Context: an optimization exercise on an open-source flow, tuned for small area, a short achievable clock period and few clock cycles per item. The choices shown serve that exercise and are no tape-out recipe.
Where RTL was checked, it was by simulation tests only, not by an equivalence proof against the original.
Only the layout flow was run in runs 3 and 4; the RTL was not checked for function there.
Power figures rest on the tool's default switching activity, not on a simulated workload.

===== config.mk =====
export PLATFORM = sky130hd
export DESIGN_NAME = ppm_pulse_train_decoder_top
export DESIGN_NICKNAME = ppm_pulse_train_decoder_top
export VERILOG_FILES = /design/flow/design.v
export SDC_FILE = /design/flow/constraint.sdc
export NUM_CORES = 4
export LEC_CHECK = 0
export CAP_MARGIN = 20
export CORE_MARGIN = 2
export CORE_UTILIZATION = 40
export SETUP_SLACK_MARGIN = 3.0
export SLEW_MARGIN = 20

===== constraint.sdc =====
create_clock -name core_clock -period 8.0 [get_ports {clock}]
set_input_delay 1.6000 -clock core_clock [delete_from_list [all_inputs] [get_ports {clock}]]
set_output_delay 1.6000 -clock core_clock [all_outputs]
set_load 0.01 [all_outputs]

===== design.v =====
package ppmd_pkg;
   localparam int unsigned TS_W     = 24;
   localparam int unsigned WIDTH_W  = 16;
   localparam int unsigned THR_W    = 16;
   localparam int unsigned COUNT_W  = 4;
   localparam int unsigned CHAN_W   = 3;
   localparam int unsigned FRAME_W  = 32;
   localparam int unsigned RESYNC_W = 16;
   localparam int unsigned CSR_INDEX_W = 2;
   localparam int unsigned CSR_DATA_W  = 24;
   localparam logic [TS_W-1:0]    PERIOD_RESET    = 24'hFF_FFFF;
   localparam logic [THR_W-1:0]   THRESHOLD_RESET = 16'd3000;
   localparam logic [COUNT_W-1:0] COUNT_RESET     = 4'd7;
   localparam logic [1:0] CSR_TIMER_PERIOD    = 2'd0;
   localparam logic [1:0] CSR_FRAME_THRESHOLD = 2'd1;
   localparam logic [1:0] CSR_CHANNEL_COUNT   = 2'd2;
endpackage
module ppmd_div (
   input  logic [19:0] x,
   output logic [15:0] q,
   output logic        big
);
   function automatic logic [4:0] res5(input logic [3:0] d);
      res5[0] = d == 4'd0 || d == 4'd5 || d == 4'd10 || d == 4'd15;
      res5[1] = d == 4'd1 || d == 4'd6 || d == 4'd11;
      res5[2] = d == 4'd2 || d == 4'd7 || d == 4'd12;
      res5[3] = d == 4'd3 || d == 4'd8 || d == 4'd13;
      res5[4] = d == 4'd4 || d == 4'd9 || d == 4'd14;
   endfunction
   function automatic logic [4:0] add5(input logic [4:0] a, input logic [4:0] b);
      add5[0] = (a[0] && b[0]) || (a[1] && b[4]) || (a[2] && b[3]) || (a[3] && b[2]) || (a[4] && b[1]);
      add5[1] = (a[0] && b[1]) || (a[1] && b[0]) || (a[2] && b[4]) || (a[3] && b[3]) || (a[4] && b[2]);
      add5[2] = (a[0] && b[2]) || (a[1] && b[1]) || (a[2] && b[0]) || (a[3] && b[4]) || (a[4] && b[3]);
      add5[3] = (a[0] && b[3]) || (a[1] && b[2]) || (a[2] && b[1]) || (a[3] && b[0]) || (a[4] && b[4]);
      add5[4] = (a[0] && b[4]) || (a[1] && b[3]) || (a[2] && b[2]) || (a[3] && b[1]) || (a[4] && b[0]);
   endfunction
   function automatic logic [3:0] qdig(input logic [4:0] r, input logic [3:0] d);
      logic [4:0] a, b;
      logic       cy;
      logic [1:0] dd;
      logic [3:0] r3;
      a  = r;
      b  = res5(d);
      cy = (a[1] && b[4]) || (a[2] && b[3]) || (a[2] && b[4]) || (a[3] && b[2]) || (a[3] && b[3]) || (a[3] && b[4]) || (a[4] && b[1]) || (a[4] && b[2]) || (a[4] && b[3]) || (a[4] && b[4]);
      dd = (d >= 4'd15) ? 2'd3 : (d >= 4'd10) ? 2'd2 : (d >= 4'd5) ? 2'd1 : 2'd0;
      r3 = {r[3] || r[4], r[2] || r[4], r[1] || r[2], r[1] || r[3]};
      qdig = r3 + {2'b0, dd} + {3'b0, cy};
   endfunction
   logic [4:0] r4, r3, r2, r1, m21;
   always_comb begin
      big = (x[19:16] >= 4'd5);
      for (int k = 0; k < 5; k++) begin
         r4[k] = (x[19:16] == 4'(k));
      end
      r3  = add5(r4, res5(x[15:12]));
      m21 = add5(res5(x[11:8]), res5(x[7:4]));
      r2  = add5(r3, res5(x[11:8]));
      r1  = add5(r3, m21);
      q   = {qdig(r4, x[15:12]), qdig(r3, x[11:8]), qdig(r2, x[7:4]), qdig(r1, x[3:0])};
   end
endmodule
import ppmd_pkg::*;
module ppm_pulse_train_decoder_top #(
   parameter int unsigned MAX_CHANNELS  = 8,
   parameter int unsigned CYCLES_PER_US = 80
) (
   input  logic                                 clock,
   input  logic                                 reset,
   input  logic                                 req_valid,
   output logic                                 req_ready,
   input  logic                                 req_edge_rising,
   input  logic [ppmd_pkg::TS_W-1:0]            req_timestamp,
   output logic                                 rsp_valid,
   input  logic                                 rsp_ready,
   output logic [ppmd_pkg::CHAN_W-1:0]          rsp_channel,
   output logic [ppmd_pkg::WIDTH_W-1:0]         rsp_width_us,
   output logic [ppmd_pkg::FRAME_W-1:0]         rsp_frame_number,
   output logic [ppmd_pkg::RESYNC_W-1:0]        rsp_resync_total,
   output logic                                 rsp_last,
   input  logic                                 csr_valid,
   output logic                                 csr_ready,
   input  logic [ppmd_pkg::CSR_INDEX_W-1:0]     csr_index,
   input  logic [ppmd_pkg::CSR_DATA_W-1:0]      csr_wdata
);
   logic [TS_W-1:0]     period_ff;
   logic [19:0]         thr5_ff;
   logic                thr_max_ff;
   logic [COUNT_W-1:0]  count_ff;
   logic [3:0]          n_chan;
   logic                v1_ff;
   logic [TS_W-1:0]     rise_ff, fall_ff;
   logic                v2_ff, slip1_ff, sat_ff;
   logic [19:0]         x_ff;
   logic                rv_ff;           
   logic                hunt_ff;         
   logic                gap_ff;          
   logic [3:0]          chan_ff;
   logic [FRAME_W-1:0]  frame_ff;
   logic [RESYNC_W-1:0] resync_ff;
   logic [WIDTH_W-1:0]  store_ff [8];
   logic                emit_ff, last_ff;
   logic [2:0]          eidx_ff;
   logic                ready_ff;
   assign n_chan    = (count_ff > 4'd8) ? 4'd8 : count_ff;
   assign csr_ready = 1'b1;
   assign req_ready = ready_ff;
   logic            cr, cf, sn, ln;
   logic [TS_W:0]   rp, fp, d0;
   always_comb begin
      cr = (req_timestamp < rise_ff);
      cf = (req_timestamp < fall_ff);
      rp = {1'b0, rise_ff} - {1'b0, period_ff};
      fp = {1'b0, fall_ff} - {1'b0, period_ff};
      sn = !rp[TS_W] && (req_timestamp < rp[TS_W-1:0]);
      ln = !fp[TS_W] && (req_timestamp < fp[TS_W-1:0]);
      d0 = {1'b0, fall_ff} - {1'b0, rise_ff};
   end
   logic            cr1_ff, cf1_ff, sn1_ff, ln1_ff;
   logic [TS_W:0]   d01_ff;
   logic [TS_W:0]   dp, dm, diff;
   logic            slip1_in, sat_in;
   always_comb begin
      dp = d01_ff + {1'b0, period_ff};
      dm = d01_ff - {1'b0, period_ff};
      if (cr1_ff && !cf1_ff)      diff = dp;
      else if (!cr1_ff && cf1_ff) diff = dm;
      else                        diff = d01_ff;
      sat_in   = sn1_ff && !ln1_ff;
      slip1_in = (!sn1_ff && ln1_ff) || (!(sn1_ff ^ ln1_ff) && diff[TS_W]);
   end
   logic [15:0] dq;
   logic        dbig;
   logic [15:0] w;
   logic        above;
   logic [3:0]  widx, nidx;
   logic        measured, lslip, slip, complete, store_we, hold;
   ppmd_div u_div (
      .x   (x_ff),
      .q   (dq),
      .big (dbig)
   );
   always_comb begin
      w        = (sat_ff || dbig) ? 16'hFFFF : dq;
      above    = !thr_max_ff && (sat_ff || (x_ff >= thr5_ff));
      widx     = gap_ff ? 4'd0 : chan_ff;
      measured = v2_ff && rv_ff && !slip1_ff;
      if (above) begin
         lslip = (widx != n_chan);
         nidx  = 4'd0;
      end else begin
         lslip = (widx >= n_chan);
         nidx  = widx + 4'd1;
      end
      slip     = v2_ff && rv_ff && (slip1_ff || (!hunt_ff && lslip));
      complete = measured && !hunt_ff && !lslip && (nidx == n_chan);
      store_we = measured && !hunt_ff && !widx[3];
      hold     = emit_ff && (slip || complete ||
                             (store_we && (widx < n_chan) && (widx[2:0] >= eidx_ff)));
   end
   logic accept, v1_in, v2_in, emit_in;
   logic [19:0] thr5_a, thr5_b, thr5_s, thr5_c, thr5_in;
   always_comb begin
      thr5_a  = {2'b0, csr_wdata[15:0], 2'b0};
      thr5_b  = {4'b0, csr_wdata[15:0]};
      thr5_s  = thr5_a ^ thr5_b ^ 20'd5;
      thr5_c  = {(thr5_a[18:0] & thr5_b[18:0]) | (thr5_a[18:0] & 19'd5) |
                 (thr5_b[18:0] & 19'd5), 1'b0};
      thr5_in = thr5_s + thr5_c;
   end
   always_comb begin
      accept  = req_valid && ready_ff;
      v1_in   = (accept && req_edge_rising) || (v1_ff && hold);
      v2_in   = hold || v1_ff;
      emit_in = emit_ff ? !(rsp_ready && last_ff) : (complete && !hold && (n_chan != 4'd0));
   end
   always_ff @(posedge clock) begin
      if (reset) begin
         period_ff  <= PERIOD_RESET;
         thr5_ff    <= 20'(5 * (32'(THRESHOLD_RESET) + 1));
         thr_max_ff <= 1'b0;
         count_ff   <= COUNT_RESET;
         v1_ff      <= 1'b0;
         v2_ff      <= 1'b0;
         rv_ff      <= 1'b0;
         hunt_ff    <= 1'b1;
         gap_ff     <= 1'b0;
         chan_ff    <= '0;
         frame_ff   <= '0;
         resync_ff  <= '0;
         emit_ff    <= 1'b0;
         eidx_ff    <= '0;
         last_ff    <= 1'b0;
         ready_ff   <= 1'b1;
      end else begin
         if (csr_valid) begin
            case (csr_index)
               CSR_TIMER_PERIOD: period_ff <= csr_wdata[TS_W-1:0];
               CSR_FRAME_THRESHOLD: begin
                  thr5_ff    <= thr5_in;
                  thr_max_ff <= &csr_wdata[15:0];
               end
               CSR_CHANNEL_COUNT: count_ff <= csr_wdata[COUNT_W-1:0];
               default: ;
            endcase
         end
         v1_ff <= v1_in;
         v2_ff <= v2_in;
         if (v2_ff && !hold) begin
            if (!rv_ff) begin
               rv_ff <= 1'b1;
            end else if (slip) begin
               rv_ff <= 1'b0;
            end
            if (rv_ff && !slip1_ff) begin
               if (hunt_ff) begin
                  if (above) begin
                     hunt_ff <= 1'b0;
                     gap_ff  <= 1'b1;
                  end
               end else begin
                  gap_ff  <= 1'b0;
                  chan_ff <= lslip ? widx : nidx;
               end
            end
         end
         if (slip && !hold) begin
            resync_ff <= resync_ff + RESYNC_W'(1);
         end
         if (complete && !hold) begin
            frame_ff <= frame_ff + FRAME_W'(1);
         end
         emit_ff <= emit_in;
         if (!emit_ff) begin
            eidx_ff <= '0;
            last_ff <= (n_chan == 4'd1);
         end else if (rsp_ready) begin
            eidx_ff <= eidx_ff + 3'd1;
            last_ff <= ({1'b0, eidx_ff} + 4'd2 == n_chan);
         end
         ready_ff <= !(v1_in && v2_in && emit_in);
      end
   end
   always_ff @(posedge clock) begin
      if (accept && !req_edge_rising) begin
         fall_ff <= req_timestamp;
      end
      if (accept && req_edge_rising) begin
         rise_ff <= req_timestamp;
         cr1_ff  <= cr;
         cf1_ff  <= cf;
         sn1_ff  <= sn;
         ln1_ff  <= ln;
         d01_ff  <= d0;
      end
      if (v1_ff && !hold) begin
         x_ff     <= diff[23:4];
         slip1_ff <= slip1_in;
         sat_ff   <= sat_in;
      end
      if (store_we && !hold) begin
         store_ff[widx[2:0]] <= w;
      end
   end
   assign rsp_valid        = emit_ff;
   assign rsp_channel      = eidx_ff;
   assign rsp_width_us     = store_ff[eidx_ff];
   assign rsp_frame_number = frame_ff;
   assign rsp_resync_total = resync_ff;
   assign rsp_last         = last_ff;
endmodule

===== run.sh =====
#!/bin/bash
# synth_recipe.tcl (not shown) runs the flow's synth.tcl, then flattens the netlist and writes it again
# the make line also repeats each setting of config.mk as NAME=value (left out here)
make -C /OpenROAD-flow-scripts/flow DESIGN_CONFIG=/design/flow/config.mk WORK_HOME=/design/flow/orfs CLKGATE_MAP_FILE= SYNTH_SCRIPT=/design/flow/synth_recipe.tcl finish

==> results of run 1 <==
## through the flow
| step | hold slack [ns] | area, sq um | util | instances |
|---|---|---|---|---|
| 6_report | 0.467 | 27500 | 0.468 | 3347 |
| 5_1_grt | 0.479 | 27500 | 0.468 | 3347 |
| 4_1_cts | 0.463 | 27200 | 0.463 | 3327 |
| 3_5_place_dp | 0.447 | 25800 | 0.439 | 3240 |
| 3_3_place_gp | 0.450 | 25800 | 0.439 | 3240 |
| 2_1_floorplan | 0.432 | 23700 | - | 2404 |
## state kept, by name, indices dropped and copies added, names as in the netlist, 3 cells and up, named ones only
register   count
d01_ff        25
eidx_ff        3
count_ff       4
resync_ff     16
thr5_ff       19
frame_ff      32
period_ff     24
fall_ff       24
store_ff     128
chan_ff        4
x_ff          20
rise_ff       24
## kinds of logic (layout without fill, tap and decap cells)
family                     Yosys count  count (layout)  share of synthesized area
DFF                                341             341                      0.384
xor gates and xnor gates           120             120                     0.0444
and+or+nand+nor                    729             729                      0.160
adders and majority gates          289             289                      0.156
other                                1               1                   0.000158
AOI/OAI and AO/OA                  618             618                      0.173
muxes                               60              60                     0.0433
buffers and inverters              246             416                     0.0393
## routing by layer
| layer | global-route usage | vias up |
|---|---|---|
| met5 | 0 | - |
| met4 | 0.0657 | 0 |
| met3 | 0.0231 | 104 |
| met2 | 0.339 | 405 |
| met1 | 0.246 | 9075 |
| li1 | - | 9275 |
## worst reg2reg max path: stages, from the launching register on
cell and delay (ns):
edfxtp_1 0.48, buf_4 0.20, or4b_2 0.20, nand3_1 0.18, a22oi_2 0.30, o211ai_1 0.15
buf_4 0.19, a222oi_1 0.30, nand2_2 0.19, a221oi_4 0.35, o22ai_1 0.12, a222oi_1 0.35
o21ai_1 0.13, fa_1 0.43, a21oi_1 0.22, mux2_2 0.36, o22ai_1 0.21, nand2_2 0.15
## layout make-up
| type | instances | area, sq um |
|---|---|---|
| Clock buffer | 52 | 1080 |
| Clock inverter | 22 | 229 |
| Fill cell | 5506 | 31300 |
| Inverter | 161 | 604 |
| Multi-Input combinational cell | 1817 | 13800 |
| Sequential cell | 341 | 9100 |
| Tap cell | 773 | 967 |
| Timing Repair Buffer | 181 | 1700 |
## synthesized netlist by cell type, types with 20 or more instances
master	number
ha_1	277
edfxtp_1	227
nand2_1	168
nor2_1	167
a21oi_1	162
inv_1	160
dfxtp_1	114
o21ai_0	90
xnor2_1	75
clkbuf_1	72
a21o_1	56
nand2b_1	51
nand3_1	50
o211ai_1	50
nor2b_1	47
xor2_1	45
nor3_1	42
o22ai_1	39
nand4_1	36
a22oi_1	33
mux4_2	32
o21a_1	27
nor4_1	24
and3_1	21
a211oi_1	20
## final timing paths
path              start              to  slack [ns]  cells past startpoint
max            x_ff[14]  store_ff[2][7]        3.20                     17
min reg2reg  thr5_ff[5]      thr5_ff[5]        0.47                      2
min          thr5_ff[5]      thr5_ff[5]        0.47                      2
max reg2reg    x_ff[14]  store_ff[2][7]        3.20                     17
## report_power, final
| part | leakage [nW] | switching [mW] | total (mW) | internal [mW] |
|---|---|---|---|---|
| combinational | 7.36 | 0.475 | 0.823 | 0.348 |
| sequential | 2.94 | 0.0368 | 1.97 | 1.93 |
| clock | 0.654 | 0.751 | 1.81 | 1.06 |
## repair_timing
| item | in CTS | in global routing |
|---|---|---|
| hold buffers | 0 | 0 |
| endpoints found under the setup margin | 56 | 68 |
| pin swaps | 2 | 9 |
| gates resized for setup | 2 | 24 |
| setup buffers | 13 | 20 |
==> results.txt, run 1 <==
Run status:
- The run finished with no timing, DRC or antenna violations.

Critical path:
- The kind of capture point of the worst setup path is a flip-flop.
- Counting both buffers and inverters, the worst setup path holds a total of 2.
- The slowest stage of the critical path is the edfxtp_1 cell.
- The endpoint required time on the critical path is roughly 8.3 ns.
- The data arrival time at the worst-slack endpoint is ~5 ns.
- The critical path goes through buf_4 > or4b_2 > nand3_1 > a22oi_2 > o211ai_1 > buf_4 > a222oi_1 > nand2_2 > a221oi_4 > o22ai_1 > a222oi_1 > o21ai_1 > fa_1 > a21oi_1 > mux2_2 > o22ai_1 > nand2_2.
- The largest single stage delay on the critical path is approximately 0.48 ns.
- The critical-path maximum fanout is 9.
- STA classifies the critical path startpoint as a flip-flop.
- The worst setup path is of the reg2reg kind.
- The family of cells with the greatest summed delay on the critical path is compound AO/OA/AOI/OAI gates.

Finish:
- The library cell used most frequently in the layout, excluding fill and tap cells, is ha_1.
- The diode insertion count for antenna repair is 0.
- The signed area change from the synthesized netlist to the final layout is 16.2%.
- The number of nets at the end of the flow is about 2900.
- In the layout the commonest cells are 277 x ha_1, 227 x edfxtp_1, 166 x nand2_1, 166 x nor2_1.
- The fraction of layout instances using a drive strength above 1 is 0.0932.

STA:
- The max-slew violation total from the final report is 0.
- Setup total negative slack on the finished layout was measured at 0 ns.
- The final worst clock skew is about 0.0092 ns.
- The final period utilization is 0.600.
- The number of hold violations in the final report is 0.
- At the pin with the least slew margin, the transition time is around 0.9 ns.
- Setup violations remaining at the end of the flow were counted as 0.
- The final critical-path required period is approximately 4.8 ns.
- Setup repair after global routing left no endpoint under its margin.
- In the post-route analysis, the smallest setup slack over all paths is roughly 3.2 ns.
- The worst slew margin relative to its limit is 0.398.
- Static timing analysis puts the maximum clock frequency at 208 MHz.

Power:
- VDD sags by at most between 100 and 150 uV.
- Dividing total power by cell area gives a power density of roughly 170 nW/um^2.
- Summed over all cells, the static leakage comes to about 11 nW.
- The design draws 4.60 mW.

Clock network:
- The later-pin clock latency in the skew report is ~0.58 ns.
- The clock tree from TritonCTS is done.
- In this run, CTS created clock tree buffers numbering 40.
- After clock tree synthesis, the clock-pin slew on the worst setup and hold paths is about 0.06 ns.
- The tree is rooted in a clkbuf_16.
- The maximum number of buffers from clock root to sink is 3.
- Counting every sink on the clock net gives between 300 and 400.
- CTS built an H-tree with a depth of 2.

Hold path:
- The class of the tightest hold or removal check is reg2reg.

Drt:
- The detailed route wirelength on metal3 is 2380 microns.
- The sum of routed wire length over all layers is 60200 microns.
- The uppermost metal layer occupied by signal nets is met4.
- The routed via count is 18859.
- The post-detailed-route DRC marker count is 0.
- The violation count after the first detailed-route iteration is 1092.
- In the routed layout, each cell is associated on average with a via count of around 5.6.
- Wire segments on met2 add up to ~29000 microns in the final route.
- The detailed router put a total of 26800 microns of wire on met1.
- The count of antenna-violating nets left after detailed routing is 0.
- Before antenna repair, the detailed router went through 5 iterations.
- In the final routed layout, each cell accounts on average for roughly 18 microns.

Floorplan:
- The floorplan step defined a core boundary enclosing a little under 60000 sq um.
- From bottom edge to top edge, the die measures approximately 250 microns.
- The number of rows created at floorplan is a little under 90.
- The initial core utilization is 0.403.
- The die is 247 microns wide.
- For this design the top-level I/O count stands at roughly 130.
- The die covers just over 60000 sq um.

Logic synthesis:
- Yosys mapped a number of flops with a built-in enable equal to roughly 230.
- In this run, synthesis produced a sequential element count of ~340.
- Counting every net in the synthesized netlist gives about 2700.
- The share of flip-flops with an asynchronous set or reset is 0.
- Of the synthesized area, sequential elements account for 0.384.
- The prevailing post-synth register cell is edfxtp_1.
- The Yosys step of the flow raised 2 warnings.
- Of the post-synthesis cell area, the dominant cell type holds 0.288.
- By area the synthesized netlist is led by edfxtp_1 29%, ha_1 15%, dfxtp_1 9.6%, a21oi_1 3.4%, mux4_2 3.0%.
- The netlist uses 86 different library cells.
- Of all cell types, the one taking the most synthesized area is edfxtp_1.
- The post-synth design cell area is roughly 24000 sq um.
- The synthesized area divided by synthesized cell count is ~9.9 sq um.
- The post-synthesis cell count is 2404.

GRT:
- The initial antenna violation count is 0.
- The first global-routing pass estimated between 90000 and 100000 microns of wire.
- Entering global routing, the biggest net connects 72 pins.
- The global router's overall resource usage is 0.193.
- The via count of the first global-routing pass is about 19000.
- After global routing the overflow that remains totals 0.

Placed design:
- The post-detailed-placement half-perimeter wirelength is 44400 microns.
- The congestion estimate from routability-driven global placement came to 0.863.
- At the placement stage, the worst setup path has a slack of 2.55 ns.
- The count of buffers added on input and output ports is 125.

Run:
- The number of maximum-capacitance constraint violations is 0.
Testbench counts, summed over its fixed seeds: cycles 5,896, items 2,560.
==> inputs of run 2 (changes only) <==
--- a/config.mk
+++ b/config.mk
@@ -10,3 +10,2 @@
 export CORE_UTILIZATION = 40
-export SETUP_SLACK_MARGIN = 3.0
 export SLEW_MARGIN = 20
==> results.txt, run 2 <==
Logic synthesis:
- Among all flip-flop cells after synthesis, the most frequent one is edfxtp_1.
- The total number of yosys warnings is 2.
- Summed over all instances, the cell type with the most area after synthesis is edfxtp_1.
- In the synthesized netlist the async set-or-reset flop fraction comes to 0.
- The register area share after synthesis is 0.384.
- Yosys attributes the largest share of cell area to edfxtp_1 29%, ha_1 15%, dfxtp_1 9.6%, a21oi_1 3.4%, mux4_2 3.0%.
- After synthesis the netlist holds a flip-flop and latch count of approximately 340.
- The cell count after synthesis came out at roughly 2400.
- Counting every net in the synthesized netlist gives ~2700.
- The number of flops mapped to enable cells by yosys is approximately 230.
- The synthesized area divided by synthesized cell count is between 9 and 10 sq um.
- By instance count, the leading cell after synthesis is ha_1.
- After synthesis, the netlist uses between 80 and 90 different library cells.
- The commonest cells after synthesis are 277 x ha_1, 227 x edfxtp_1, 168 x nand2_1.
- The fraction of post-synthesis cell area in the top cell type by area is 0.288.
- The synthesized netlist occupies a cell area of ~24000 sq um.

Placed design:
- The final estimated routing congestion in global placement is approximately 0.86.
- The post-place setup slack is about 2.5 ns.
- The post-detailed-placement half-perimeter wirelength is roughly 44000 microns.
- In this run, placement finished with an instance count of ~3200.
- In this run the tool buffered the top-level ports with between 100 and 150 buffer cells.

Power:
- Dividing total power by cell area gives a power density of ~170 nW/um^2.
- IR analysis of the VDD net gives a maximum drop of roughly 130 uV.
- Summed over all cells, the static leakage comes to 10.7 nW.

STA:
- In the finished design, the share of the clock period the worst path needs comes to 0.666.
- Setup repair after global routing left no endpoint under its margin.
- For the final routed database, the setup TNS stands at 0 ns.
- The worst hold margin is ~0.46 ns.
- Based on the critical path, the design can be clocked at up to roughly 190 MHz.
- The worst slew margin relative to its limit is 0.349.
- The number of setup violations in the final report is 0.
- At the pin with the least slew margin, the transition time is 0.975 ns.
- The smallest clock period supported by the final layout is computed as approximately 5.3 ns.
- The max-slew violation total from the final report is 0.
- The worst path meets setup with between 2 and 3 ns of slack.
- The number of hold violations in the final report is 0.
- The final worst clock skew is between 0.01 and 0.015 ns.

Critical path:
- The sort of element at the start of the critical path is a flip-flop.
- Along the worst path, the maximum fanout reaches 17.
- The data arrival time at the worst-slack endpoint is around 5.6 ns.
- The critical path goes through xor2_1 > o32ai_1 > a22oi_1 > nand3_1 > a222oi_1 > nand2_1 > a221oi_1 > o21ai_0 > a222oi_1 > o21ai_0 > fa_1 > a21oi_1 > mux2_2 > o22ai_1 > nand2_1.
- The number of buffer and inverter instances along the worst setup path is 0.
- The largest individual stage delay along the critical path comes from the cell edfxtp_1.
- STA classifies the critical path endpoint as a flip-flop.
- The endpoint required time on the critical path is about 8.3 ns.
- The class of the most critical setup path is reg2reg.
- The stage delay of the slowest cell on the critical path is 0.65 ns.
- Broken down by cell family, the worst path's largest delay share belongs to compound AO/OA/AOI/OAI gates.

Drt:
- The violation count after the first detailed-route iteration is between 1000 and 1500.
- The first TritonRoute pass finished after 8 iterations.
- In the final routed layout, each cell accounts on average for 17.9 microns.
- The post-detailed-route DRC marker count is 0.
- The routed via count is ~19000.
- The detail route stage leaves a number of antenna-violating nets equal to 0.
- After detailed routing, the number of vias per cell comes to about 5.6.
- The sum of routed wire length over all layers is approximately 60000 microns.

Finish:
- The end-of-flow core utilization is 0.461.
- The most common cell after layout, fill and taps aside is ha_1.
- The diode insertion count for antenna repair is 0.
- Of the cells placed in the final design, the portion with a size suffix greater than 1 is 0.0736.
- The top cell types in the final layout, fill and taps aside, are 277 x ha_1, 227 x edfxtp_1, 168 x nand2_1, 166 x nor2_1, 162 x a21oi_1.
- The number of flip-flops in the largest register is between 100 and 150.
- The fill cell total of the finished layout is between 5000 and 6000.
- The area growth from synthesis to layout is 14.5%.
- The final instance count without filler cells is ~3300.
- The final layout contains ~2900 nets.

Floorplan:
- The initial core utilization is 0.403.
- The die outline area is ~61000 sq um.
- The placeable core region is approximately 59000 sq um.
- The top-level I/O count is 127.
- The die is about 250 microns tall.
- The number of rows created at floorplan is 89.
- The floorplan die width is 247 microns.

Run status:
- The run finished with no timing, DRC or antenna violations.

GRT:
- The via count of the first global-routing pass is 18561.
- The global router's overall resource usage is 0.193.
- The initial antenna violation count is 0.
- After global routing the overflow that remains totals 0.
- Entering global routing, the biggest net connects between 70 and 80 pins.
- The global-route wire length before repair is ~96000 microns.

Clock network:
- In this run the number of H-tree levels came out at 2.
- TritonCTS built the clock tree.
- For the worst-skew pair, the clock arrives at the later sink with an insertion delay of around 0.58 ns.
- The number of hold-repair buffers added at the cts stage is 0.
- The clock sink count is 341.
- After clock tree synthesis, the clock-pin slew on the worst setup and hold paths is 0.05 ns.
- The CTS buffer count is 40.
- After clock tree synthesis, the setup repair step added 0 buffers.
- The clock root buffer is clkbuf_16.
- Gates resized during post-CTS repair numbered 0.
- The maximum number of buffers from clock root to sink is 3.

Run:
- The number of maximum-capacitance constraint violations is 0.

Hold path:
- The path class of the tightest hold or removal check is reg2reg.
run 2: cell counts after synthesis:
Identical to the previous run, type by type.
run 2: logic make-up (layout without fill, tap and decap cells):
kind of cell / Yosys count / count (layout) / share of synthesized area
buf+inv: 246 / 383 / 0.0393
fa+ha+maj: 289 / 289 / 0.156
simple gates: 729 / 729 / 0.160
xor+xnor: 120 / 120 / 0.0444
compound gates: 618 / 618 / 0.173
mux: 60 / 60 / 0.0433
flops: 341 / 341 / 0.384
other cells: 1 / 1 / 0.000158
run 2: tightest hold or removal path, delay by kind of cell (launching register included):
| kind | cells | cell delay [ns] |
|---|---|---|
| flip-flops | 1 | 0.31 |
| AO/OA/AOI/OAI | 1 | 0.05 |
| AND/OR/NAND/NOR | 1 | 0.05 |
run 2: metrics by stage:
stage	total power [mW]	cell area, sq um
floorplan	2.57	23700
global placement	2.78	25800
detailed placement	2.80	25800
CTS	4.64	27100
global route	4.81	27100
finish	4.58	27100
run 2: worst paths after layout:
check,startpoint,endpoint,slack (ns),cells past startpoint
worst max register to register,x_ff[14],store_ff[2][7],2.67,15
worst max-delay path,x_ff[14],store_ff[2][7],2.67,15
worst min register to register,thr5_ff[10],thr5_ff[10],0.46,2
worst min-delay path,thr5_ff[10],thr5_ff[10],0.46,2
run 2: power breakdown:
part	internal (mW)	leakage (nW)	total, mW	switching, mW
clock network	1.06	0.654	1.81	0.751
registers	1.93	2.94	1.97	0.0399
logic	0.337	7.15	0.801	0.464
run 2: final cells by class:
class / instances / area (sq um) / area share
well taps: 773 / 967 / 0.0357
clock buffers: 52 / 1080 / 0.0398
flip-flops and latches: 341 / 9100 / 0.336
multi-input cells: 1817 / 13700 / 0.506
clock inverters: 22 / 229 / 0.00844
inverters: 161 / 604 / 0.0223
repair buffers: 148 / 1420 / 0.0523
run 2: per-layer routing:
| metal | vias up | track usage | wire [microns] |
|---|---|---|---|
| met5 | - | 0 | 0 |
| met4 | 0 | 0.0650 | 1590 |
| met3 | 101 | 0.0226 | 2280 |
| met2 | 390 | 0.338 | 29000 |
| met1 | 8926 | 0.246 | 26600 |
| li1 | 9203 | - | - |
==> inputs of run 3 (changes only) <==
--- a/design.v
+++ b/design.v
@@ -91,3 +91,3 @@
    logic [TS_W-1:0]     rise_ff, fall_ff;
-   logic                v2_ff, slip1_ff, sat_ff;
+   logic                v2_ff, slip1_ff, sat_ff, ge_ff;
    logic [19:0]         x_ff;
@@ -119,12 +119,13 @@
    logic [TS_W:0]   d01_ff;
-   logic [TS_W:0]   dp, dm, diff;
-   logic            slip1_in, sat_in;
-   always_comb begin
-      dp = d01_ff + {1'b0, period_ff};
-      dm = d01_ff - {1'b0, period_ff};
-      if (cr1_ff && !cf1_ff)      diff = dp;
-      else if (!cr1_ff && cf1_ff) diff = dm;
-      else                        diff = d01_ff;
+   logic [TS_W+1:0] off, diff, over;
+   logic            slip1_in, sat_in, ge_in;
+   always_comb begin
+      if (cr1_ff && !cf1_ff)      off = {2'b0, period_ff};
+      else if (!cr1_ff && cf1_ff) off = -{2'b0, period_ff};
+      else                        off = '0;
+      diff = {d01_ff[TS_W], d01_ff} + off;
+      over = {d01_ff[TS_W], d01_ff} + off - {2'b0, thr5_ff, 4'b0};
       sat_in   = sn1_ff && !ln1_ff;
-      slip1_in = (!sn1_ff && ln1_ff) || (!(sn1_ff ^ ln1_ff) && diff[TS_W]);
+      slip1_in = (!sn1_ff && ln1_ff) || (!(sn1_ff ^ ln1_ff) && diff[TS_W+1]);
+      ge_in    = !over[TS_W+1];
    end
@@ -143,3 +144,3 @@
       w        = (sat_ff || dbig) ? 16'hFFFF : dq;
-      above    = !thr_max_ff && (sat_ff || (x_ff >= thr5_ff));
+      above    = !thr_max_ff && (sat_ff || ge_ff);
       widx     = gap_ff ? 4'd0 : chan_ff;
@@ -160,11 +161,2 @@
    logic accept, v1_in, v2_in, emit_in;
-   logic [19:0] thr5_a, thr5_b, thr5_s, thr5_c, thr5_in;
-   always_comb begin
-      thr5_a  = {2'b0, csr_wdata[15:0], 2'b0};
-      thr5_b  = {4'b0, csr_wdata[15:0]};
-      thr5_s  = thr5_a ^ thr5_b ^ 20'd5;
-      thr5_c  = {(thr5_a[18:0] & thr5_b[18:0]) | (thr5_a[18:0] & 19'd5) |
-                 (thr5_b[18:0] & 19'd5), 1'b0};
-      thr5_in = thr5_s + thr5_c;
-   end
    always_comb begin
@@ -198,3 +190,3 @@
                CSR_FRAME_THRESHOLD: begin
-                  thr5_ff    <= thr5_in;
+                  thr5_ff    <= {2'b0, csr_wdata[15:0], 2'b0} + {4'b0, csr_wdata[15:0]} + 20'd5;
                   thr_max_ff <= &csr_wdata[15:0];
@@ -258,2 +250,3 @@
          sat_ff   <= sat_in;
+         ge_ff    <= ge_in;
       end
--- a/config.mk
+++ b/config.mk
@@ -10,2 +10,3 @@
 export CORE_UTILIZATION = 40
+export SETUP_SLACK_MARGIN = 4.0
 export SLEW_MARGIN = 20
==> results.txt, run 3 <==
Logic synthesis:
- Summing every instance area after synthesis gives 23000 sq um.
- The Yosys step of the flow raised 2 warnings.
- The synthesized area divided by synthesized cell count is slightly below 10 sq um.
- Among all flip-flop cells after synthesis, the most frequent one is edfxtp_1.
- Yosys mapped a number of flops with a built-in enable equal to 228.
- Synthesis produced a netlist with a net count of around 2600.
- After synthesis, the cell types taking the most area are edfxtp_1 30%, ha_1 14%, dfxtp_1 9.9%, a21oi_1 3.2%, mux4_2 3.1%.
- The total of flip-flops plus latches after synthesis is between 300 and 400.
- Ranked by instance count, the synthesized netlist is headed by 255 x ha_1, 228 x edfxtp_1, 174 x nand2_1.
- The synthesized netlist contains 84 unique library cells.
- The post-synthesis cell count is between 2000 and 2500.
- The share of the Yosys chip area taken by registers is 0.397.
- The biggest area contributor in the post-synthesis netlist is edfxtp_1.
- Of the post-synthesis cell area, the dominant cell type holds 0.298.
- Counting flops with an async set or reset pin after synthesis yields a share of 0.
- By instance count, the leading cell after synthesis is ha_1.

Floorplan:
- The floorplan die width is about 240 microns.
- The core region is around 57000 sq um.
- The top-level I/O count is around 130.
- The die outline area is between 50000 and 60000 sq um.
- The initial utilization of the core area, before any placement, comes to 0.406.
- The number of rows created at floorplan is 87.
- In this run the vertical extent of the chip is 244 microns.

Power:
- For this design the total switching power over the nets is 1.40 mW.
- The maximum VDD drop is about 150 uV.
- The sequential share of power is 0.396.
- Power comes to 5.00 mW.
- The analysis attributes to cell leakage a power of between 10 and 15 nW.
- The total power divided by cell area is ~170 nW/um^2.
- Of the total power, combinational logic draws 0.207.
- Of the total power, the share spent switching nets is 0.279.
- The share of total power dissipated in the clock network is 0.397.
- Internal power comes to between 3 and 4 mW.

STA:
- Across the routed clock network, the largest skew measured is 0.0332 ns.
- The max-slew violation total from the final report is 0.
- In this run the tightest slew margin relative to its limit is 0.329.
- The final critical-path required period is 5.92 ns.
- The slack of the critical path is 2.08 ns.
- Derived from the worst setup path, the maximum achievable clock frequency is between 150 and 200 MHz.
- The actual slew at the worst max-slew pin is 1.01 ns.
- The setup total negative slack is 0 ns.
- Of the available clock period, the critical path in the final layout requires 0.740.
- Setup repair after global routing could not meet its margin everywhere.
- The number of setup violations in the final report is 0.
- The number of hold violations in the final report came to 0.

Finish:
- Leaving out fill and tap cells, the most frequent cells in the layout are 246 x ha_1, 228 x edfxtp_1, 170 x buf_4, 167 x nand2_1, 159 x nor2_1.
- The signed area change from the synthesized netlist to the final layout is 26.8%.
- The diode insertion count for antenna repair is 0.
- In the final layout, the share of cells above drive strength 1 is 0.203.
- The final instance count without filler cells is 3399.
- Leaving out fill and tap cells, the most frequent cell in the layout is ha_1.
- The number of flip-flops in the largest register is 128.
- The end-of-flow core utilization is 0.516.
- The net count of the finished layout is a little under 3000.

Critical path:
- The family of cells with the greatest summed delay on the critical path is simple AND/OR/NAND/NOR gates.
- At the worst endpoint, the arrival time is around 6.2 ns.
- The worst setup path is captured at a flip-flop.
- In this run the worst path has a maximum fanout of 4.
- The sort of element at the start of the critical path is a flip-flop.
- The number of buffer and inverter instances along the worst setup path is 1.
- On the worst path, the slowest cell contributes a delay of 0.47 ns.
- The endpoint required time on the critical path is around 8.3 ns.
- The slowest stage of the critical path is the or4b_4 cell.
- The class of the most critical setup path is reg2reg.
- Traced cell by cell, the critical path runs through buf_4 > nor3_1 > nand4_1 > or3_4 > or3_1 > or3_1 > nand2_1 > o21ai_0 > ha_1 > nand4_1 > a21oi_2 > nor2b_4 > a31oi_4 > and2_4 > o21ai_1 > a221oi_2 > ha_1 > a21oi_2 > o31ai_4 > a2111oi_4 > mux2i_1 > or4b_4 > xnor2_1.

GRT:
- The first global-routing pass estimated slightly below 100000 microns of wire.
- The global routing usage on met3 is 0.0299.
- For met2 alone, demand over resource in global routing was 0.358.
- Summed over all layers, the global routing overflow is 0.
- The largest net degree at the start of global routing is 72.
- The initial antenna violation count is 3.
- The via count of the first global-routing pass came to roughly 19000.
- In the global route stage, met1 resource usage came out at 0.248.
- The global router's overall resource usage is 0.201.
- The busiest layer in global routing is met2.

Placed design:
- The number of input and output port buffers inserted is between 100 and 150.
- Timing analysis after detailed placement gives a worst setup slack of 1.67 ns.
- The final estimated routing congestion in global placement is 0.873.
- The placed cell count is 3146.
- After legalization and detailed placement, the total HPWL measured between 40000 and 50000 microns.

Drt:
- For this block, the routed nets add up to approximately 62000 microns of wire.
- The first routing iteration left around 1100 violations.
- The routed via count is approximately 19000.
- After detailed routing, the number of remaining DRC violations is 0.
- The detail-routed net length per standard cell is approximately 18 microns.
- The count of nets left with antenna violations once routing finished came out at 0.
- Using the TritonRoute via totals, the vias-per-cell ratio works out to approximately 5.5.
- The number of search-and-repair iterations in the first detailed-routing pass is 7.

Clock network:
- Clock latency on the worst-skew pair, taken at its later pin, is around 0.60 ns.
- The maximum number of buffers from clock root to sink is 3.
- TritonCTS built the clock tree.
- Counting the buffers created by CTS gives approximately 40.
- The depth of the CTS H-tree is 2.
- Clock-pin slew was measured on the worst setup and hold paths at about 0.060 ns.
- The cell sitting at the root of the clock tree is a clkbuf_16.
- The clock sink count is between 300 and 400.

Run status:
- The run finished with no timing, DRC or antenna violations.

Run:
- The number of maximum-capacitance constraint violations is 0.

Hold path:
- In this run the worst hold path is classified as reg2reg.
## run 3: worst paths after layout
kind                                    from     endpoint  slack [ns]  cells after the start
worst max-delay path            period_ff[0]        ge_ff        2.08                     23
worst min-delay path             thr5_ff[17]  thr5_ff[17]        0.45                      2
worst max register to register  period_ff[0]        ge_ff        2.08                     23
worst min register to register   thr5_ff[17]  thr5_ff[17]        0.45                      2
## run 3: repair_timing
item | in CTS | in global routing
hold buffers | 0 | 0
pin swaps | 95 | 95
setup endpoints to repair | 285 | 275
resized for setup | 186 | 124
gates cloned | 3 | 1
setup buffers | 107 | 66
## run 3: per-layer routing
metal,wire [microns],share of wire
met1,26600,0.43
met2,30900,0.50
met3,2340,0.038
met4,1840,0.030
met5,39,0.00063
## run 3: cell families (layout without fill, tap and decap cells)
| logic type | count (synthesis) | count (layout) | synth area share |
|---|---|---|---|
| other | 1 | 1 | 0.000163 |
| buffers and inverters | 227 | 553 | 0.0383 |
| XOR/XNOR | 146 | 146 | 0.0556 |
| AND/OR/NAND/NOR | 696 | 696 | 0.154 |
| flip-flops | 342 | 342 | 0.397 |
| AO/OA/AOI/OAI | 577 | 578 | 0.162 |
| adder cells (fa/ha/maj) | 267 | 267 | 0.149 |
| multiplexers | 60 | 60 | 0.0445 |
## run 3: worst register-to-register path, stage by stage, from the launching register on
cell,delay [ns]
dfxtp_4,0.36
buf_4,0.13
nor3_1,0.26
nand4_1,0.24
or3_4,0.45
or3_1,0.39
or3_1,0.37
nand2_1,0.10
o21ai_0,0.09
ha_1,0.36
nand4_1,0.15
a21oi_2,0.18
nor2b_4,0.07
a31oi_4,0.19
and2_4,0.21
o21ai_1,0.10
a221oi_2,0.34
ha_1,0.32
a21oi_2,0.21
o31ai_4,0.12
a2111oi_4,0.24
mux2i_1,0.21
or4b_4,0.47
xnor2_1,0.13
## run 3: layout make-up
| class | count | area (sq um) |
|---|---|---|
| tap | 756 | 946 |
| fill | 4988 | 27400 |
| timing repair buffer | 318 | 2850 |
| clock inverter | 25 | 309 |
| multi-input combinational | 1748 | 14200 |
| inverter | 159 | 602 |
| clock buffer | 51 | 1120 |
| sequential | 342 | 9150 |
## run 3: power by group through the flow
stage	sequential, mW	combinational (mW)	clock (mW)
final	1.98	1.03	1.99
after global routing	1.98	1.15	2.09
after CTS	1.98	0.952	2.03
after detailed placement	2.02	0.830	0
after global placement	2.02	0.804	0
after floorplan	2.00	0.610	0
## run 3: stage by stage
| step | hold WS (ns) | cell area (sq um) |
|---|---|---|
| after global routing | 0.479 | 29200 |
| after CTS | 0.452 | 28200 |
| after global placement | 0.443 | 25200 |
| after detailed placement | 0.446 | 25200 |
| after floorplan | 0.432 | 23200 |
| final | 0.451 | 29200 |
==> inputs of run 4 (changes only) <==
--- a/config.mk
+++ b/config.mk
@@ -10,3 +10,2 @@
 export CORE_UTILIZATION = 40
-export SETUP_SLACK_MARGIN = 4.0
 export SLEW_MARGIN = 20
==> results.txt, run 4 <==
GRT:
- The initial antenna violation count came to 3.
- The first global-routing pass estimated just over 90000 microns of wire.
- The via count of the first global-routing pass is ~18000.
- The overflow left after global routing is 0.
- The global router's overall resource usage is 0.189.
- Entering global routing, the biggest net connects slightly above 70 pins.

Logic synthesis:
- The count of different cell masters after synthesis is 84.
- The largest total area in the synthesized netlist belongs to edfxtp_1.
- Of the total synthesized cell area, the portion taken by full adders, half adders and majority gates is 0.149.
- After synthesis the netlist holds a flip-flop and latch count of about 340.
- The total number of yosys warnings is 2.
- The most instantiated library cell after synthesis is ha_1.
- The portion of synthesized area spent on multiplexers is 0.0445.
- The synthesized netlist net count is 2638.
- Among all flip-flop cells after synthesis, the most frequent one is edfxtp_1.
- Of the total synthesized cell area, the portion taken by XOR and XNOR cells is 0.0556.
- The post-synth design cell area is 23000 sq um.
- The share of flip-flops with an asynchronous set or reset is 0.
- The simple-gate share of the synthesized area is 0.154.
- The fraction of post-synthesis cell area in the top cell type by area is 0.298.
- In the post-synthesis netlist, the biggest area contributors are edfxtp_1 30%, ha_1 14%, dfxtp_1 9.9%, a21oi_1 3.2%, mux4_2 3.1%.
- The main combinational cell family by area after synthesis is compound AO/OA/AOI/OAI gates.
- The fraction of the mapped netlist area in compound gates is 0.162.
- The post-synthesis cell count is about 2300.
- The synthesized area divided by synthesized cell count is between 9 and 10 sq um.
- Yosys mapped a number of flops with a built-in enable equal to approximately 230.
- The commonest cells after synthesis are 255 x ha_1, 228 x edfxtp_1, 174 x nand2_1.
- The register area share after synthesis is 0.397.

Power:
- The switching power share of the total is 0.275.
- For this design the total switching power over the nets is 1.27 mW.
- VDD sags by at most 123 uV.
- The power consumption is 4.62 mW.
- The internal power of the cells totals 3.35 mW.
- The total power divided by cell area is 175 nW/um^2.
- The share of total power dissipated in the clock network is 0.391.
- The sequential share of power is 0.429.
- In this run the static leakage power is about 10 nW.
- Of the total power, combinational logic draws 0.180.

Floorplan:
- The top-level I/O count is about 130.
- In this run the core area contains 87 standard-cell rows.
- The placeable core region is ~57000 sq um.
- The die outline area is around 60000 sq um.
- The vertical die dimension is 244 microns.
- The floorplan die width is around 240 microns.
- For this configuration, the core starts out at a cell density of 0.406.

Clock network:
- The number of buffers inserted by post-CTS setup repair is 0.
- Clock-pin slew was measured on the worst setup and hold paths at approximately 0.060 ns.
- The post-cts gate resize count is 0.
- The clock tree from TritonCTS is done.
- The H-tree was split into 2 levels.
- The clock sink count is ~340.
- Counting the buffers created by CTS gives 40.
- For the worst-skew pair, the clock arrives at the later sink with an insertion delay of approximately 0.57 ns.
- The maximum number of buffers from clock root to sink is 3.
- The clock root buffer is clkbuf_16.
- Buffers inserted to repair hold after CTS numbered 0.

Critical path:
- The stage delay of the slowest cell on the critical path is 0.61 ns.
- The most numerous cell type found on the critical path is a21o_1.
- STA classifies the critical path endpoint as a flip-flop.
- The critical-path maximum fanout is 6.
- The endpoint required time on the critical path is about 8.3 ns.
- The standard cell with the maximum stage delay on the critical path is or4b_2.
- The data arrival time at the worst-slack endpoint is between 7 and 8 ns.
- The worst setup path is of the reg2reg kind.
- The sort of element at the start of the critical path is a flip-flop.

STA:
- The final period utilization is 0.859.
- The final worst clock skew is 0.0257 ns.
- The max-slew violation total from the final report is 0.
- The worst pin sits at a relative slew slack of 0.329.
- The number of hold violations in the final report is 0.
- The setup total negative slack is 0 ns.
- At the pin with the least slew margin, the transition time is slightly above 1 ns.
- Setup repair after global routing left no endpoint under its margin.
- The peak clock frequency supported by timing is 146 MHz.
- The number of setup violations in the final report is 0.
- The final critical-path required period is 6.87 ns.

Drt:
- The detail-routed net length per standard cell is ~18 microns.
- The first TritonRoute pass finished after 7 iterations.
- The detailed router finished its first iteration with 1197 violations.
- After detailed routing, the number of remaining DRC violations is 0.
- The final route contains about 18000 vias.
- The sum of routed wire length over all layers is 56500 microns.
- The detail route stage leaves a number of antenna-violating nets equal to 0.
- Using the TritonRoute via totals, the vias-per-cell ratio works out to approximately 5.6.

Placed design:
- The number of input and output port buffers inserted is between 100 and 150.
- The final estimated routing congestion in global placement is a little under 0.9.
- Summed over all nets, the half-perimeter wirelength after detailed placement is 42500 microns.
- The placed cell count is 3147.
- The post-detailed-placement cell area is 25100 sq um.

Finish:
- Of the cells placed in the final design, the portion with a size suffix greater than 1 is 0.0710.
- The post-route cell area is about 26000 sq um.
- The signed area change from the synthesized netlist to the final layout is 14.8%.
- The number of nets at the end of the flow is 2755.
- The final instance count without filler cells is roughly 3200.
- The repair_antennas step left the layout with diodes totalling 0.
- Leaving out fill and tap cells, the most frequent cell in the layout is ha_1.
- The number of flip-flops in the largest register is between 100 and 150.
- Leaving out fill and tap cells, the most frequent cells in the layout are 255 x ha_1, 228 x edfxtp_1, 174 x nand2_1, 167 x nor2_1, 159 x inv_1.
- The end-of-flow core utilization is 0.467.
- The fill cell total of the finished layout is between 5000 and 6000.

Hold path:
- The worst hold path belongs to the class reg2reg.

Run:
- Max-cap violations in this run came to 0.

Run status:
- The flow ran to the end and the layout has no timing, DRC or antenna violations.
## run 4: per-layer routing
metal  part of all wire  wire length (microns)  GRT usage
met1               0.43                  24500      0.236
met2               0.49                  27500      0.327
met4              0.036                   2040     0.0714
met5            0.00034                     19          0
met3              0.044                   2490     0.0289
## run 4: area by class of cell
class / count / area [sq um] / share of cell area
tap: 756 / 946 / 0.0358
clock buffer: 53 / 1150 / 0.0437
inverter: 159 / 597 / 0.0226
sequential: 342 / 9130 / 0.346
multi-input combinational: 1747 / 13000 / 0.494
clock inverter: 20 / 150 / 0.00569
timing repair buffer: 143 / 1380 / 0.0523
## run 4: metrics by stage
stage,worst slack (ns),hold slack [ns]
2_1_floorplan,1.73,0.432
3_3_place_gp,1.23,0.446
3_5_place_dp,1.19,0.450
4_1_cts,1.18,0.457
5_1_grt,0.502,0.475
6_report,1.13,0.453
## run 4: final timing paths
check	slack (ns)	cells past startpoint	from	endpoint
worst max-delay path	1.13	28	period_ff[1]	ge_ff
worst min-delay path	0.45	2	thr5_ff[18]	thr5_ff[18]
worst max register to register	1.13	28	period_ff[1]	ge_ff
worst min register to register	0.45	2	thr5_ff[18]	thr5_ff[18]
## run 4: cell families after synthesis
logic type	count (synthesis)
AND/OR/NAND/NOR	696
other	1
adder cells (fa/ha/maj)	267
buffers and inverters	227
XOR/XNOR	146
AO/OA/AOI/OAI	577
flip-flops	342
multiplexers	60
## run 4: power by group through the flow
stage          registers (mW)  logic, mW  clock network [mW]
2_1_floorplan            2.00      0.605                   0
3_3_place_gp             2.02      0.798                   0
3_5_place_dp             2.02      0.825                   0
4_1_cts                  1.98      0.832                1.85
5_1_grt                  1.99      0.943                1.92
6_report                 1.98      0.832                1.81
## run 4: worst max-delay path: cells and delay by family, from the launching register on
kind / cells / cell delay (ns)
multiplexers: 1 / 0.23
flip-flops: 1 / 0.33
adder cells (fa/ha/maj): 3 / 0.83
buffers and inverters: 1 / 0.21
XOR/XNOR: 2 / 0.30
AO/OA/AOI/OAI: 12 / 2.33
AND/OR/NAND/NOR: 9 / 2.40

static timing again, ports no longer ideal:
The flow's constraints put no driver on any port. The routed layouts listed below were extracted and timed again, unchanged, in two steps. Step 1 assumes that a clkbuf_16 drives the clock port and a buf_2 every other input. Step 2 also shifts input and output timing later by t, the mid clock arrival at the registers, as if the neighbouring blocks saw the same clock. Slacks: no drivers / after step 1 / after step 2; pairs: no drivers / after step 1.
| run | t, ns | setup WS [ns] | hold WS [ns] |
|---|---|---|---|
| run 1 | 0.624 | 3.197 / 3.197 / 2.576 | 0.467 / 0.467 / 0.467 |
| run 2 | 0.625 | 2.672 / 2.672 / 2.427 | 0.463 / 0.463 / 0.463 |
| run 3 | 0.635 | 2.080 / 2.080 / 2.080 | 0.451 / 0.451 / 0.451 |
| run 4 | 0.607 | 1.131 / 1.131 / 1.131 | 0.453 / 0.453 / 0.453 |
After both steps every run listed still meets setup and hold. The setup slack of run 1, which loses most, moves by 0.000 ns with the drivers and by -0.621 ns with both steps.
